Background: an optimization exercise with open tools, aiming at small area, a short achievable clock period and few clock cycles per item. Do not read the settings as production practice.
The RTL was checked by simulation tests, not by an equivalence proof against the original design.

Setup of run a:
Design neurona_mac, start of the top module:
module neurona_mac #(
    parameter int Signo     = 1,
    parameter int Magnitud  = 7,
    parameter int Precision = 24,
    parameter int Width     = Signo + Magnitud + Precision,
    parameter int NEntradas = 4
) (
    input  logic             CLK,
    input  logic             RST,
    input  logic             Inicio,
    input  logic [Width-1:0] Sesgo,
    input  logic             EntradaValida,
    input  logic [Width-1:0] Entrada,
    input  logic [Width-1:0] Peso,
    output logic             Ocupado,
    output logic             Listo,
    output logic [Width-1:0] Salida,
    output logic             Error
);
==> flow/config.mk <==
export PLATFORM = sky130hd
export DESIGN_NAME = neurona_mac
export DESIGN_NICKNAME = neurona_mac
export VERILOG_FILES = /design/flow/design.v
export SDC_FILE = /design/flow/constraint.sdc
export NUM_CORES = 4
export LEC_CHECK = 0
export CAP_MARGIN = 20
export CORE_MARGIN = 2
export CORE_UTILIZATION = 40
export SLEW_MARGIN = 20
export SYNTH_HIERARCHICAL = 1
export TNS_END_PERCENT = 0
==> flow/constraint.sdc <==
create_clock -name core_clock -period 13.5 [get_ports {CLK}]
set_input_delay 2.7000 -clock core_clock [delete_from_list [all_inputs] [get_ports {CLK}]]
set_output_delay 2.7000 -clock core_clock [all_outputs]
set_load 0.01 [all_outputs]
standard.sh (not shown) runs the stock make flow with config.mk's settings and CLKGATE_MAP_FILE= SYNTH_SCRIPT=/design/flow/synth_recipe.tcl, a recipe that flattens the netlist after the stock synthesis.
==> flow/flow/run.sh <==
#!/bin/bash
set -euo pipefail
MARGIN=$(cat flow/margin.txt)
bash standard.sh SETUP_SLACK_MARGIN=$MARGIN \
  "BUFFER_PORTS_ARGS=-buffer_cell sky130_fd_sc_hd__buf_4" \
  finish > orfs_make.log 2>&1
==> flow/flow/margin.txt <==
9.7
Testbench counts of run a, summed over its fixed seeds: cycles 3,584, items 512.
Changes in run b relative to run a:
--- a/flow/design.v
+++ b/flow/design.v
@@ -41,22 +41,23 @@
             ocupado_q <= acepta || (!libre_q && !fin);
             listo_q   <= fin;
             if (libre_q) cuenta_q <= 3'd0;
             else if (toma) cuenta_q <= cuenta_q + 3'd1;
             v1_q <= toma;
             l1_q <= toma && (cuenta_q == 3'(NEntradas - 1));
             v2_q <= v1_q;
             l2_q <= l1_q;
         end
     end
     localparam bit GATE = 1;
+    localparam bit GATE_NEG = 0;   
     logic [31:0] e1_q;
     logic        sg1_q;
     logic [15:0] one1_q, two1_q, neg1_q;
     logic [32:0] wx;
     logic [15:0] one_d, two_d;
     assign wx = {Peso, 1'b0};
     always_comb begin
         for (int i = 0; i < 16; i++) begin
             one_d[i] = wx[2*i+1] ^ wx[2*i];
             two_d[i] = (wx[2*i+2] & ~wx[2*i+1] & ~wx[2*i]) | (~wx[2*i+2] & wx[2*i+1] & wx[2*i]);
         end
@@ -64,28 +65,28 @@
     always_ff @(posedge CLK) begin
         sg1_q  <= Entrada[31] ^ Peso[31];
         e1_q   <= Entrada;
         one1_q <= one_d & {16{toma}};
         two1_q <= two_d & {16{toma}};
         for (int i = 0; i < 16; i++) neg1_q[i] <= Peso[2*i+1];
     end
     logic [15:0] onen1_q, twon1_q, negn1_q;
     always_ff @(posedge CLK) begin
         onen1_q <= ~(one_d & {16{toma | !GATE}});
         twon1_q <= ~(two_d & {16{toma | !GATE}});
-        for (int i = 0; i < 16; i++) negn1_q[i] <= ~(Peso[2*i+1] & (toma | !GATE));
+        for (int i = 0; i < 16; i++) negn1_q[i] <= ~(Peso[2*i+1] & (toma | !GATE_NEG));
     end
     logic [33:0] ex, ey;
     assign ex = {e1_q[31], e1_q, 1'b0};
     assign ey = ex;
-    localparam int SPLIT = 99;
+    localparam int SPLIT = 17;
     logic [32:0] pp [16];
     always_comb begin
         for (int i = 0; i < 16; i++)
             for (int j = 0; j < 33; j++)
                 if (i < 8)
                     pp[i][j] = ((one1_q[i] & ex[j+1]) | (two1_q[i] & ex[j])) ^ neg1_q[i];
                 else if (j < SPLIT)
                     pp[i][j] = ((one1_q[i] & ey[j+1]) | (two1_q[i] & ey[j])) ^ neg1_q[i];
                 else
                     pp[i][j] = ((~onen1_q[i] & ey[j+1]) | (~twon1_q[i] & ey[j])) ^ ~negn1_q[i];
     end
Notes after the runs:
- Summary of run b over run a: routability-driven placement congestion ratio increased by about 2% relative to the old numbers, setup slack has decreased.
- Run a fits on a die that is smaller than the die of run b.
- Going from run a to run b, delay of the slowest cell on the worst path now sits lower; share of the clock period used by the worst path after layout now sits higher.
- The cell at the slowest stage of the critical path comes out fa_2 in one run and dfxtp_2 in the other, namely in run b and run a respectively.
- | final design area excluding fillers | run b vs run a | 0.75% lower |
- Run a has a lower die boundary height than run b.
- Across both runs, share of final layout cell area taken by non-clock buffers was lower for run b than for run a.
Testbench counts of run b, summed over its fixed seeds: cycles 3,584, items 512.


## before
neurona_mac, a different RTL version from the one above (not shown whole).
For scale: roughly 290 flip-flops.
Settings: LEC_CHECK=0, CAP_MARGIN=20, CORE_MARGIN=2, CORE_UTILIZATION=40, SLEW_MARGIN=20, SYNTH_HIERARCHICAL=1, TNS_END_PERCENT=0; clock period 13.5 ns.
Scripts as last shown in full above: flow/flow/run.sh, flow/flow/margin.txt
Testbench counts of before, summed over its fixed seeds: cycles 3,584, items 512.
For after, these inputs were changed with respect to before:
diff --git a/flow/design.v b/flow/design.v
--- a/flow/design.v
+++ b/flow/design.v
@@ -46,12 +46,13 @@
             l1_q <= toma && (cuenta_q == 3'(NEntradas - 1));
             v2_q <= v1_q;
             l2_q <= l1_q;
         end
     end
     localparam bit GATE = 1;
+    localparam bit GATE_NEG = 0;   
     logic [31:0] e1_q;
     logic        sg1_q;
     logic [15:0] one1_q, two1_q, neg1_q;
     logic [32:0] wx;
     logic [15:0] one_d, two_d;
     assign wx = {Peso, 1'b0};
@@ -69,18 +70,18 @@
         for (int i = 0; i < 16; i++) neg1_q[i] <= Peso[2*i+1];
     end
     logic [15:0] onen1_q, twon1_q, negn1_q;
     always_ff @(posedge CLK) begin
         onen1_q <= ~(one_d & {16{toma | !GATE}});
         twon1_q <= ~(two_d & {16{toma | !GATE}});
-        for (int i = 0; i < 16; i++) negn1_q[i] <= ~(Peso[2*i+1] & (toma | !GATE));
+        for (int i = 0; i < 16; i++) negn1_q[i] <= ~(Peso[2*i+1] & (toma | !GATE_NEG));
     end
     logic [33:0] ex, ey;
     assign ex = {e1_q[31], e1_q, 1'b0};
     assign ey = ex;
-    localparam int SPLIT = 99;
+    localparam int SPLIT = 17;
     logic [32:0] pp [16];
     always_comb begin
         for (int i = 0; i < 16; i++)
             for (int j = 0; j < 33; j++)
                 if (i < 8)
                     pp[i][j] = ((one1_q[i] & ex[j+1]) | (two1_q[i] & ex[j])) ^ neg1_q[i];
@@ -1471,14 +1472,17 @@
     wire sr_c34 = (sr_g6_33 | (sr_p6_33 & c24));
     wire sr_s34 = sr_p0[34] ^ sr_c34;
     wire sr_c35 = (sr_g6_34 | (sr_p6_34 & c24));
     wire [34:0] sraw = {sr_s34, sr_s33, sr_s32, sr_s31, sr_s30, sr_s29, sr_s28, sr_s27, sr_s26, sr_s25, sr_s24, sr_s23, sr_s22, sr_s21, sr_s20, sr_s19, sr_s18, sr_s17, sr_s16, sr_s15, sr_s14, sr_s13, sr_s12, sr_s11, sr_s10, sr_s9, sr_s8, sr_s7, sr_s6, sr_s5, sr_s4, sr_s3, sr_s2, sr_s1, sr_s0};
     wire [3:0] st0 = xa[34:31] + xb[34:31];
         wire [3:0] st1 = xa[34:31] + xb[34:31] + 4'd1;
-        wire       oraw = sr_c31 ? !((&st1) || !(|st1)) : !((&st0) || !(|st0));
-        wire       sraw_neg = sr_c31 ? st1[3] : st0[3];
+        wire       c31 = sr_c31;
+        wire       ovf0 = !((&st0) || !(|st0));
+        wire       ovf1 = !((&st1) || !(|st1));
+        wire       oraw = c31 ? ovf1 : ovf0;
+        wire       sraw_neg = c31 ? st1[3] : st0[3];
     wire [30:0] ph_g0 = pa[54:24] & pb[54:24];
     wire [30:0] ph_p0 = pa[54:24] ^ pb[54:24];
     wire ph_g1_1 = ph_g0[1] | (ph_p0[1] & ph_g0[0]);
     wire ph_p1_1 = ph_p0[1] & ph_p0[0];
     wire ph_g1_3 = ph_g0[3] | (ph_p0[3] & ph_g0[2]);
     wire ph_p1_3 = ph_p0[3] & ph_p0[2];
@@ -1699,35 +1703,64 @@
     wire [34:0] ssat = sg2_q ? smin : smax;
     wire [34:0] acc_d = povf ? ssat : sraw;
     wire        osat = !((&ssat[34:31]) || !(|ssat[34:31]));
     wire [32:0] craw = oraw ? {1'b1, sraw_neg ? 32'h80000000 : 32'h7FFFFFFF} : {1'b0, sraw[31:0]};
     wire [32:0] csat = osat ? {1'b1, ssat[34] ? 32'h80000000 : 32'h7FFFFFFF} : {1'b0, ssat[31:0]};
     wire [32:0] cfin = povf ? csat : craw;
+    localparam bit SELMOD = 0;
+    wire [31:0] salida_d;
+    wire [31:0] satk0 = {st0[3], {31{~st0[3]}}};
+    wire [31:0] satk1 = {st1[3], {31{~st1[3]}}};
+    genvar gb;
+    generate
+        for (gb = 0; gb < 32; gb++) begin : g_sel
+            neurona_mac_selb u_selb (.s(sraw[gb]), .c(c31), .o0(ovf0), .o1(ovf1), .k0(satk0[gb]),
+                                     .k1(satk1[gb]), .pv(povf), .cs(csat[gb]), .en(fin),
+                                     .q(salida_q[gb]), .y(salida_d[gb]));
+        end
+    endgenerate
     always_ff @(posedge CLK) begin
         if (libre_q) acc_q <= {{3{Sesgo[31]}}, Sesgo};
         else if (v2_q || GATE) acc_q <= acc_d;
     end
     always_ff @(posedge CLK or posedge RST) begin
         if (RST) begin
             err_q    <= 1'b0;
             salida_q <= 32'd0;
             error_q  <= 1'b0;
         end else begin
             if (libre_q) err_q <= 1'b0;
             else if (v2_q || GATE) err_q <= err_q | povf;
-            if (fin) begin
-                salida_q <= cfin[31:0];
-                error_q  <= err_q | povf | cfin[32];
-            end
+            if (SELMOD) salida_q <= salida_d;
+            else if (fin) salida_q <= cfin[31:0];
+            if (fin) error_q <= err_q | povf | cfin[32];
         end
     end
     assign Ocupado = ocupado_q;
     assign Listo   = listo_q;
     assign Salida  = salida_q;
     assign Error   = error_q;
 endmodule
+module neurona_mac_selb (
+    input  logic s,
+    input  logic c,
+    input  logic o0,
+    input  logic o1,
+    input  logic k0,
+    input  logic k1,
+    input  logic pv,
+    input  logic cs,
+    input  logic en,
+    input  logic q,
+    output logic y
+);
+    logic r0, r1;
+    assign r0 = o0 ? k0 : s;
+    assign r1 = o1 ? k1 : s;
+    assign y  = !en ? q : pv ? cs : c ? r1 : r0;
+endmodule
 module neurona_mac_fa (
     input  logic a,
     input  logic b,
     input  logic c,
     output logic s,
     output logic co
before → after: utilization saw a decrease; count of fill cells added during filler insertion increased 75. Run comparison: after capture point of the critical path r2_q[22]$_DFF_P_; before capture point of the critical path r2_q[27]$_DFF_P_. before vs after, uppermost signal routing layer after detailed routing: met5 vs met4. Taking before as the reference, in after CTS sink count now sits higher; final cell count now smaller.
Testbench counts of after, summed over its fixed seeds: cycles 3,584, items 512.

==> separate check: timing with driven ports <==
The flow's constraints put no driver on any port. The routed layouts listed below were extracted and timed again, unchanged, in two steps. Step 1: set_driving_cell puts a clkbuf_16 on CLK and a buf_2 on each other input, an assumption about the parent block. Step 2, shift: input delay + t, output delay - t, t = (earliest + latest rising clock arrival at the registers) / 2. This alone moves slack from input paths to output paths. a / b / c = ideal ports / drivers / drivers and shift; a / b = the first two.
| run | t (ns) | setup WS [ns] | latest minus earliest clock arrival (ns) |
|---|---|---|---|
| run a | 0.640 | 9.280 / 9.280 / 9.280 | 0.037 / 0.038 |
| run b | 0.634 | 9.159 / 9.159 / 8.843 | 0.018 / 0.018 |
| before | 0.651 | 9.425 / 9.425 / 9.425 | 0.032 / 0.032 |
| after | 0.639 | 9.280 / 9.280 / 8.782 | 0.030 / 0.030 |
After both steps every run listed still meets setup and hold. The setup slack of after, which loses most, moves by 0.000 ns with the drivers and by -0.498 ns with both steps.
